Background: an optimization exercise with open tools, aiming at small area. Do not read the settings as production practice. Where RTL was checked, it was by simulation tests only, not by an equivalence proof against the original. The flow treats the clock pin as an ideal source, which a real chip does not have. Power and IR drop assume default switching activity.

==> run a <==
==> flow/design.v <==
package itbt_pkg;
   localparam int VALUE_WIDTH = 32;
   localparam int MAX_TRITS   = 21;
   localparam logic [4:0] S_FIRST = 5'd12;
   localparam logic [4:0] S_TOP   = 5'd22;
   localparam logic [31:0] T_POW = 32'h1173ba57;
   localparam logic [31:0] T_KA  = 32'h55010dff;
   localparam logic [31:0] T_KB  = 32'hf58831e5;
endpackage
module int_to_balanced_ternary_core (
   input  logic                                   clock,
   input  logic                                   reset,
   input  logic                                   start,
   output logic                                   busy,
   input  logic signed [itbt_pkg::VALUE_WIDTH-1:0] req_value,
   output logic                                   rsp_strobe,
   output logic signed [1:0]                      rsp_trit,
   output logic                                   rsp_last_trit
);
   logic [4:0]  pass_ff;
   logic [4:0]  bit_ff;
   logic [31:0] e_ff;
   logic [1:0]  acc_ff;         
   logic        gt_ff, le_ff;
   logic [1:0]  d_ff;           
   logic        started_ff;
   logic        first_bit, top_bit, idle, last, live, pass0, mul3;
   logic        a, q, k, gp, lp;
   logic [1:0]  acc;
   logic [2:0]  sum;
   logic        o, gt_in, le_in;
   assign first_bit = (bit_ff == itbt_pkg::S_FIRST);
   assign top_bit   = (bit_ff == itbt_pkg::S_TOP);
   assign idle      = (pass_ff == 5'd31);
   assign last      = (pass_ff == 5'd21);
   assign live      = (pass_ff <= 5'd21);
   assign pass0     = (pass_ff == 5'd0);
   assign mul3      = (pass_ff >= 5'd2);
   assign busy          = ~(idle & top_bit);
   assign rsp_strobe    = first_bit & live & (d_ff[0] | started_ff | last);
   assign rsp_trit      = d_ff;
   assign rsp_last_trit = last;
   assign a   = e_ff[0];
   assign q   = d_ff[0] & (first_bit | (itbt_pkg::T_POW[bit_ff] ^ ~d_ff[1]));
   assign acc = first_bit ? 2'd0 : acc_ff;
   assign sum = {2'b00, a} + {2'b00, q} + {1'b0, acc};
   assign o   = sum[0];
   assign k  = pass0 ? itbt_pkg::T_KA[bit_ff] : itbt_pkg::T_KB[bit_ff];
   assign gp = ~first_bit & gt_ff;
   assign lp = first_bit | le_ff;
   always_comb begin
      if (top_bit) begin
         gt_in = ~o & gp;
         le_in = o & lp;
      end else begin
         gt_in = (o & ~k) | (~(o ^ k) & gp);
         le_in = (~o & ~k) | ((o ^ k) & lp);
      end
   end
   always_ff @(posedge clock) begin
      if (reset) begin
         bit_ff  <= itbt_pkg::S_TOP;
         pass_ff <= 5'd31;
      end else begin
         bit_ff  <= {bit_ff[3:0], bit_ff[4] ^ bit_ff[2] ^ (bit_ff[3:0] == 4'd0)};
         pass_ff <= pass_ff + {4'd0, top_bit & (~idle | start)};
      end
   end
   always_ff @(posedge clock) begin
      if (busy) begin
         e_ff   <= {o, e_ff[31:1]};
         acc_ff <= sum[2:1] + {1'b0, mul3 & a};
         gt_ff  <= gt_in;
         le_ff  <= le_in;
         if (top_bit) d_ff <= {le_in, gt_in | le_in};
         if (first_bit & d_ff[0]) started_ff <= 1'b1;
      end else begin
         e_ff       <= req_value;
         d_ff       <= 2'b00;
         started_ff <= 1'b0;
      end
   end
endmodule
==> flow/flow/run.sh <==
#!/bin/bash
# ORFS layout of the standard flow's config, with three changes: synthesis maps the logic with an
# area-oriented ABC script (flip-flops are mapped before ABC, exactly as in the standard
# synthesis), the port buffers are plain buf_1 cells, and the clock tree is built
# without dummy loads. Each tool's output goes to a log of its own.
set -euo pipefail
W=$(pwd)
export AREA_ABC_SCRIPT=$W/flow/area.abc
export BUFFER_PORTS_ARGS="-buffer_cell sky130_fd_sc_hd__buf_1"
export CLOCK_ROOT_BUF=sky130_fd_sc_hd__clkbuf_8
export CLOCK_GROUPS=3
export PRE_CTS_TCL=$W/flow/clock.tcl
export CTS_ARGS="-sink_clustering_enable -repair_clock_nets -dont_use_dummy_load"
sed "s#SYNTH_SCRIPT=[^ ]*#SYNTH_SCRIPT=$W/flow/synth_area.tcl#" standard.sh > synth_area.sh
bash synth_area.sh synth > synth.log 2>&1
bash standard.sh finish > layout.log 2>&1
==> flow/flow/area.abc <==
strash
&get -n
&deepsyn -T 20
&dch -f
&nf -R 1000
&put
topo
==> flow/flow/clock.tcl <==
# Clock distribution: the flip-flops are split into CLOCK_GROUPS groups by position
# (k-means), and one clock buffer at the centre of each group drives its clock pins.
# The clock port drives only these buffers.
set block [ord::get_db_block]
set dbu [[ord::get_db_tech] getDbUnitsPerMicron]
set k $::env(CLOCK_GROUPS)
set pts {}
foreach inst [$block getInsts] {
  if { [[$inst getMaster] isSequential] } {
    set box [$inst getBBox]
    lappend pts [list $inst [expr { ([$box xMin] + [$box xMax]) / 2.0 / $dbu }] \
      [expr { ([$box yMin] + [$box yMax]) / 2.0 / $dbu }]]
  }
}
set pts [lsort -real -index 1 $pts]
set n [llength $pts]
# seed the centres along x
set cs {}
for { set j 0 } { $j < $k } { incr j } {
  set p [lindex $pts [expr { int(($j + 0.5) * $n / $k) }]]
  lappend cs [list [lindex $p 1] [lindex $p 2]]
}
for { set it 0 } { $it < 50 } { incr it } {
  set groups [lrepeat $k {}]
  foreach p $pts {
    set best 0
    set bd 1e30
    for { set j 0 } { $j < $k } { incr j } {
      set c [lindex $cs $j]
      set d [expr { abs([lindex $p 1] - [lindex $c 0]) + abs([lindex $p 2] - [lindex $c 1]) }]
      if { $d < $bd } { set bd $d; set best $j }
    }
    lset groups $best [concat [lindex $groups $best] [list $p]]
  }
  set cs {}
  foreach g $groups {
    set sx 0.0
    set sy 0.0
    foreach p $g { set sx [expr { $sx + [lindex $p 1] }]; set sy [expr { $sy + [lindex $p 2] }] }
    set m [expr { max(1, [llength $g]) }]
    lappend cs [list [expr { $sx / $m }] [expr { $sy / $m }]]
  }
}
for { set j 0 } { $j < $k } { incr j } {
  set g [lindex $groups $j]
  if { [llength $g] == 0 } { continue }
  set pins {}
  foreach p $g { lappend pins [get_pins -of_objects [get_cells [[lindex $p 0] getName]] -filter "is_clock"] }
  set c [lindex $cs $j]
  puts "clock buffer $j at $c for [llength $g] registers"
  insert_buffer -buffer_cell $::env(CLOCK_ROOT_BUF) -net clock -load_pins [concat {*}$pins] \
    -location $c -buffer_name clkbuf_grp$j -net_name clk_grp$j
}
detailed_placement
==> flow/flow/synth_area.tcl <==
proc synth {args} { yosys synth -nofsm -noshare {*}$args }
proc abc {args} {
  set i [lsearch -exact $args -script]
  if { $i >= 0 } { set args [lreplace $args $i [expr { $i + 1 }]] }
  yosys abc -script $::env(AREA_ABC_SCRIPT) {*}$args
}
source $::env(SCRIPTS_DIR)/synth.tcl
# left out here: clear keep_hierarchy, flatten, clean up, hide names made inside functions, write 1_2_yosys.v
==> flow/standard.sh <==
#!/bin/bash
# synth_recipe.tcl (not shown) runs the flow's synth.tcl, then flattens the netlist and writes it again
# the make line also repeats each setting of config.mk as NAME=value (left out here)
make -C /OpenROAD-flow-scripts/flow DESIGN_CONFIG=/design/flow/config.mk WORK_HOME=/design/flow/orfs CLKGATE_MAP_FILE= SYNTH_SCRIPT=/design/flow/synth_recipe.tcl "${@:-finish}"
==> flow/config.mk <==
export PLATFORM = sky130hd
export DESIGN_NAME = int_to_balanced_ternary_core
export DESIGN_NICKNAME = int_to_balanced_ternary_core
export VERILOG_FILES = /design/flow/design.v
export SDC_FILE = /design/flow/constraint.sdc
export NUM_CORES = 4
export LEC_CHECK = 0
export CAP_MARGIN = 20
export CORE_MARGIN = 2
export CORE_UTILIZATION = 65
export SLEW_MARGIN = 20
==> flow/constraint.sdc <==
create_clock -name core_clock -period 10.0 [get_ports {clock}]
set_input_delay 2.0000 -clock core_clock [delete_from_list [all_inputs] [get_ports {clock}]]
set_output_delay 2.0000 -clock core_clock [all_outputs]
set_load 0.01 [all_outputs]
==> run b (differences from run a) <==
==> flow/design.v (replaced) <==
package itbt_pkg;
   localparam int VALUE_WIDTH = 32;
   localparam int MAX_TRITS   = 21;
   localparam logic [31:0] POW   = 32'hcfd41b91;
   localparam logic [31:0] KA    = 32'h67ea0dc8;
   localparam logic [31:0] KB    = 32'h22a359ed;
endpackage
module int_to_balanced_ternary_core (
   input  logic                                   clock,
   input  logic                                   reset,
   input  logic                                   start,
   output logic                                   busy,
   input  logic signed [itbt_pkg::VALUE_WIDTH-1:0] req_value,
   output logic                                   rsp_strobe,
   output logic signed [1:0]                      rsp_trit,
   output logic                                   rsp_last_trit
);
   logic        run_ff;
   logic [4:0]  pass_ff;
   logic [4:0]  bit_ff;
   logic [31:0] e_ff;
   logic        prev_ff;
   logic [1:0]  carry_ff;
   logic        gt_ff, le_ff;
   logic [1:0]  d_ff;           
   logic        started_ff;
   logic        first_bit, top_bit, last, pass0, mul3;
   logic        a, b, q, k, gp, lp;
   logic [2:0]  sum;
   logic        o, gt_in, le_in;
   assign first_bit = (bit_ff == 5'd0);
   assign top_bit   = (bit_ff == 5'd31);
   assign last      = (pass_ff == 5'd21);
   assign pass0     = (pass_ff == 5'd0);
   assign mul3      = (pass_ff[4:1] != 4'd0);
   assign busy          = run_ff & ~last;
   assign rsp_strobe    = run_ff & first_bit & (d_ff[0] | started_ff | last);
   assign rsp_trit      = d_ff;
   assign rsp_last_trit = last;
   assign a   = e_ff[0];
   assign b   = mul3 & ~first_bit & prev_ff;
   assign q   = d_ff[0] & (first_bit | (itbt_pkg::POW[bit_ff] ^ ~d_ff[1]));
   assign sum = {2'b00, a} + {2'b00, b} + {2'b00, q} + (first_bit ? 3'd0 : {1'b0, carry_ff});
   assign o   = sum[0];
   assign k  = pass0 ? itbt_pkg::KA[bit_ff] : itbt_pkg::KB[bit_ff];
   assign gp = ~first_bit & gt_ff;
   assign lp = first_bit | le_ff;
   always_comb begin
      if (top_bit) begin
         gt_in = ~o & gp;
         le_in = o & lp;
      end else begin
         gt_in = (o & ~k) | (~(o ^ k) & gp);
         le_in = (~o & ~k) | ((o ^ k) & lp);
      end
   end
   always_ff @(posedge clock) begin
      if (reset) run_ff <= 1'b0;
      else       run_ff <= busy | start;
   end
   always_ff @(posedge clock) begin
      if (busy) begin
         {pass_ff, bit_ff} <= {pass_ff, bit_ff} + 10'd1;
         e_ff     <= {o, e_ff[31:1]};
         prev_ff  <= a;
         carry_ff <= sum[2:1];
         gt_ff    <= gt_in;
         le_ff    <= le_in;
         if (top_bit) d_ff <= {le_in, gt_in | le_in};
         if (first_bit & d_ff[0]) started_ff <= 1'b1;
      end else begin
         {pass_ff, bit_ff} <= 10'd0;
         e_ff       <= req_value;
         d_ff       <= 2'b00;
         started_ff <= 1'b0;
      end
   end
endmodule
--- a/flow/flow/run.sh
+++ b/flow/flow/run.sh
@@ -7,10 +7,7 @@
 W=$(pwd)
 export AREA_ABC_SCRIPT=$W/flow/area.abc
 export BUFFER_PORTS_ARGS="-buffer_cell sky130_fd_sc_hd__buf_1"
-export CLOCK_ROOT_BUF=sky130_fd_sc_hd__clkbuf_8
-export CLOCK_GROUPS=3
-export PRE_CTS_TCL=$W/flow/clock.tcl
-export CTS_ARGS="-sink_clustering_enable -repair_clock_nets -dont_use_dummy_load"
+export CTS_ARGS="${CTS_ARGS_OVERRIDE:--sink_clustering_enable -repair_clock_nets -dont_use_dummy_load -sink_clustering_size 30 -sink_clustering_max_diameter 300 -buf_list sky130_fd_sc_hd__clkbuf_8}"
 sed "s#SYNTH_SCRIPT=[^ ]*#SYNTH_SCRIPT=$W/flow/synth_area.tcl#" standard.sh > synth_area.sh
 bash synth_area.sh synth > synth.log 2>&1
 bash standard.sh finish > layout.log 2>&1
==> flow/flow/area.abc (replaced) <==
strash
&get -n
&dch -f
&nf -R 1000
&put
topo
- CORE_UTILIZATION: 65 -> 40
removed: flow/flow/clock.tcl
==> run c (differences from run a) <==
--- a/flow/design.v
+++ b/flow/design.v
@@ -67,11 +67,13 @@
       end
    end
    always_ff @(posedge clock) begin
+      acc_ff <= sum[2:1] + {1'b0, mul3 & a};
+      gt_ff  <= gt_in;
+      le_ff  <= le_in;
+   end
+   always_ff @(posedge clock) begin
       if (busy) begin
          e_ff   <= {o, e_ff[31:1]};
-         acc_ff <= sum[2:1] + {1'b0, mul3 & a};
-         gt_ff  <= gt_in;
-         le_ff  <= le_in;
          if (top_bit) d_ff <= {le_in, gt_in | le_in};
          if (first_bit & d_ff[0]) started_ff <= 1'b1;
       end else begin
==> flow/flow/run.sh (replaced) <==
#!/bin/bash
# ORFS layout of the standard flow's config, with three changes:
# - synthesis maps the logic with area-oriented ABC scripts (flow/area*.abc, the same
#   script with four random seeds for ABC's &deepsyn), run side by side, and keeps the
#   smallest netlist; flip-flops are mapped before ABC, exactly as in the standard synthesis;
# - the port buffers are plain buf_1 cells;
# - before CTS the flip-flops are split into CLOCK_GROUPS groups, each clocked by one
#   CLOCK_ROOT_BUF buffer that the clock port drives (flow/clock.tcl), so CTS finds the
#   clock already buffered.
# Each tool's output goes to a log of its own.
set -euo pipefail
W=$(pwd)
export BUFFER_PORTS_ARGS="-buffer_cell sky130_fd_sc_hd__buf_1"
export CLOCK_ROOT_BUF=sky130_fd_sc_hd__clkbuf_8
export CLOCK_GROUPS=3
export PRE_CTS_TCL=$W/flow/clock.tcl
best=""
best_area=""
for s in 1 2 3 4; do
  sed -e "s#SYNTH_SCRIPT=[^ ]*#SYNTH_SCRIPT=$W/flow/synth_area.tcl#" \
      -e "s#WORK_HOME=[^ ]*#WORK_HOME=$W/trial$s#" standard.sh > synth_trial$s.sh
  AREA_ABC_SCRIPT=$W/flow/area$s.abc bash synth_trial$s.sh synth > synth_trial$s.log 2>&1 &
done
wait
for s in 1 2 3 4; do
  stat=$W/trial$s/reports/$FLOW_PLATFORM/int_to_balanced_ternary_core/base/synth_stat.txt
  [[ -f $stat ]] || continue
  a=$(awk '/Chip area for module/ {print $NF}' "$stat")
  echo "trial $s: synthesised area $a" >> synth_choice.log
  if [[ -z "$best" ]] || awk -v a="$a" -v b="$best_area" 'BEGIN {exit !(a < b)}'; then
    best=$s
    best_area=$a
  fi
done
echo "kept trial $best" >> synth_choice.log
mv "$W/trial$best" "$W/orfs"
for s in 1 2 3 4; do rm -rf "$W/trial$s"; done
bash standard.sh finish > layout.log 2>&1
==> flow/flow/area1.abc (new file) <==
strash
&get -n
&deepsyn -T 60 -S 1
&put
dch -f
amap -F 20 -A 30
topo
==> flow/flow/area2.abc (new file) <==
strash
&get -n
&deepsyn -T 60 -S 2
&put
dch -f
amap -F 20 -A 30
topo
==> flow/flow/area3.abc (new file) <==
strash
&get -n
&deepsyn -T 60 -S 3
&put
dch -f
amap -F 20 -A 30
topo
==> flow/flow/area4.abc (new file) <==
strash
&get -n
&deepsyn -T 60 -S 4
&put
dch -f
amap -F 20 -A 30
topo
--- a/flow/flow/synth_area.tcl
+++ b/flow/flow/synth_area.tcl
@@ -2,6 +2,7 @@
 proc abc {args} {
   set i [lsearch -exact $args -script]
   if { $i >= 0 } { set args [lreplace $args $i [expr { $i + 1 }]] }
+  if { [info exists ::env(AREA_ABC_EXTRA)] } { lappend args {*}$::env(AREA_ABC_EXTRA) }
   yosys abc -script $::env(AREA_ABC_SCRIPT) {*}$args
 }
 source $::env(SCRIPTS_DIR)/synth.tcl
- CORE_AREA: not set -> 2 2 59 59
- CORE_MARGIN: 2 -> not set
- CORE_UTILIZATION: 65 -> not set
- DIE_AREA: not set -> 0 0 61 61
removed: flow/flow/area.abc
==> run d (differences from run a) <==
--- a/flow/flow/run.sh
+++ b/flow/flow/run.sh
@@ -7,8 +7,8 @@
 W=$(pwd)
 export AREA_ABC_SCRIPT=$W/flow/area.abc
 export BUFFER_PORTS_ARGS="-buffer_cell sky130_fd_sc_hd__buf_1"
-export CLOCK_ROOT_BUF=sky130_fd_sc_hd__clkbuf_8
-export CLOCK_GROUPS=3
+export CLOCK_ROOT_BUF=sky130_fd_sc_hd__buf_4
+export CLOCK_GROUPS=4
 export PRE_CTS_TCL=$W/flow/clock.tcl
 export CTS_ARGS="-sink_clustering_enable -repair_clock_nets -dont_use_dummy_load"
 sed "s#SYNTH_SCRIPT=[^ ]*#SYNTH_SCRIPT=$W/flow/synth_area.tcl#" standard.sh > synth_area.sh
==> summary of the runs <==
Run a finished clean. Run d finished clean. Run b completed with no timing, DRC or antenna violations. Run c ran to the end with no violations.
Critical path depth is the same in run b and run a.
Core utilization, highest first: run d, run a, run c, run b.
In sequential power, run a and run d hardly differ.
Against run d, the synthesized area of run c is smaller by about 7%.
Wire length, highest first: run b, run d, run a, run c.
Of run d and run a, run d has the higher clock skew (gap 0.016 ns).
The lowest worst setup slack belongs to run d, the highest to run b.
Between run c and run d, the lower final area is in run c (gap 9.6%, measured against run d).
The highest sequential share of layout area belongs to run c, the lowest to run b.
The RTL of run a, run b and run d was laid out without a check of its function.

-- separate check: timing with driven ports --
The flow's constraints put no driver on any port. The routed layouts listed below were extracted and timed again, unchanged, in two steps.
Step 1: set_driving_cell puts a clkbuf_16 on clock and a buf_2 on each other input, an assumption about the parent block.
Step 2 also shifts input and output timing later by t, the mid clock arrival at the registers, as if the neighbouring blocks saw the same clock.
Slacks: ideal ports / drivers / drivers and shift; pairs: ideal ports / drivers.
run | t (ns) | setup slack, ns | hold slack, ns
run a | 0.193 | 5.420 / 5.375 / 5.568 | 0.437 / 0.437 / 0.437
run b | 0.315 | 6.129 / 6.103 / 6.415 | 0.440 / 0.440 / 0.440
run c | 0.192 | 5.555 / 5.512 / 5.704 | 0.464 / 0.464 / 0.464
run d | 0.643 | 4.946 / 4.918 / 5.561 | 0.436 / 0.436 / 0.436
After both steps every run listed still meets setup and hold.
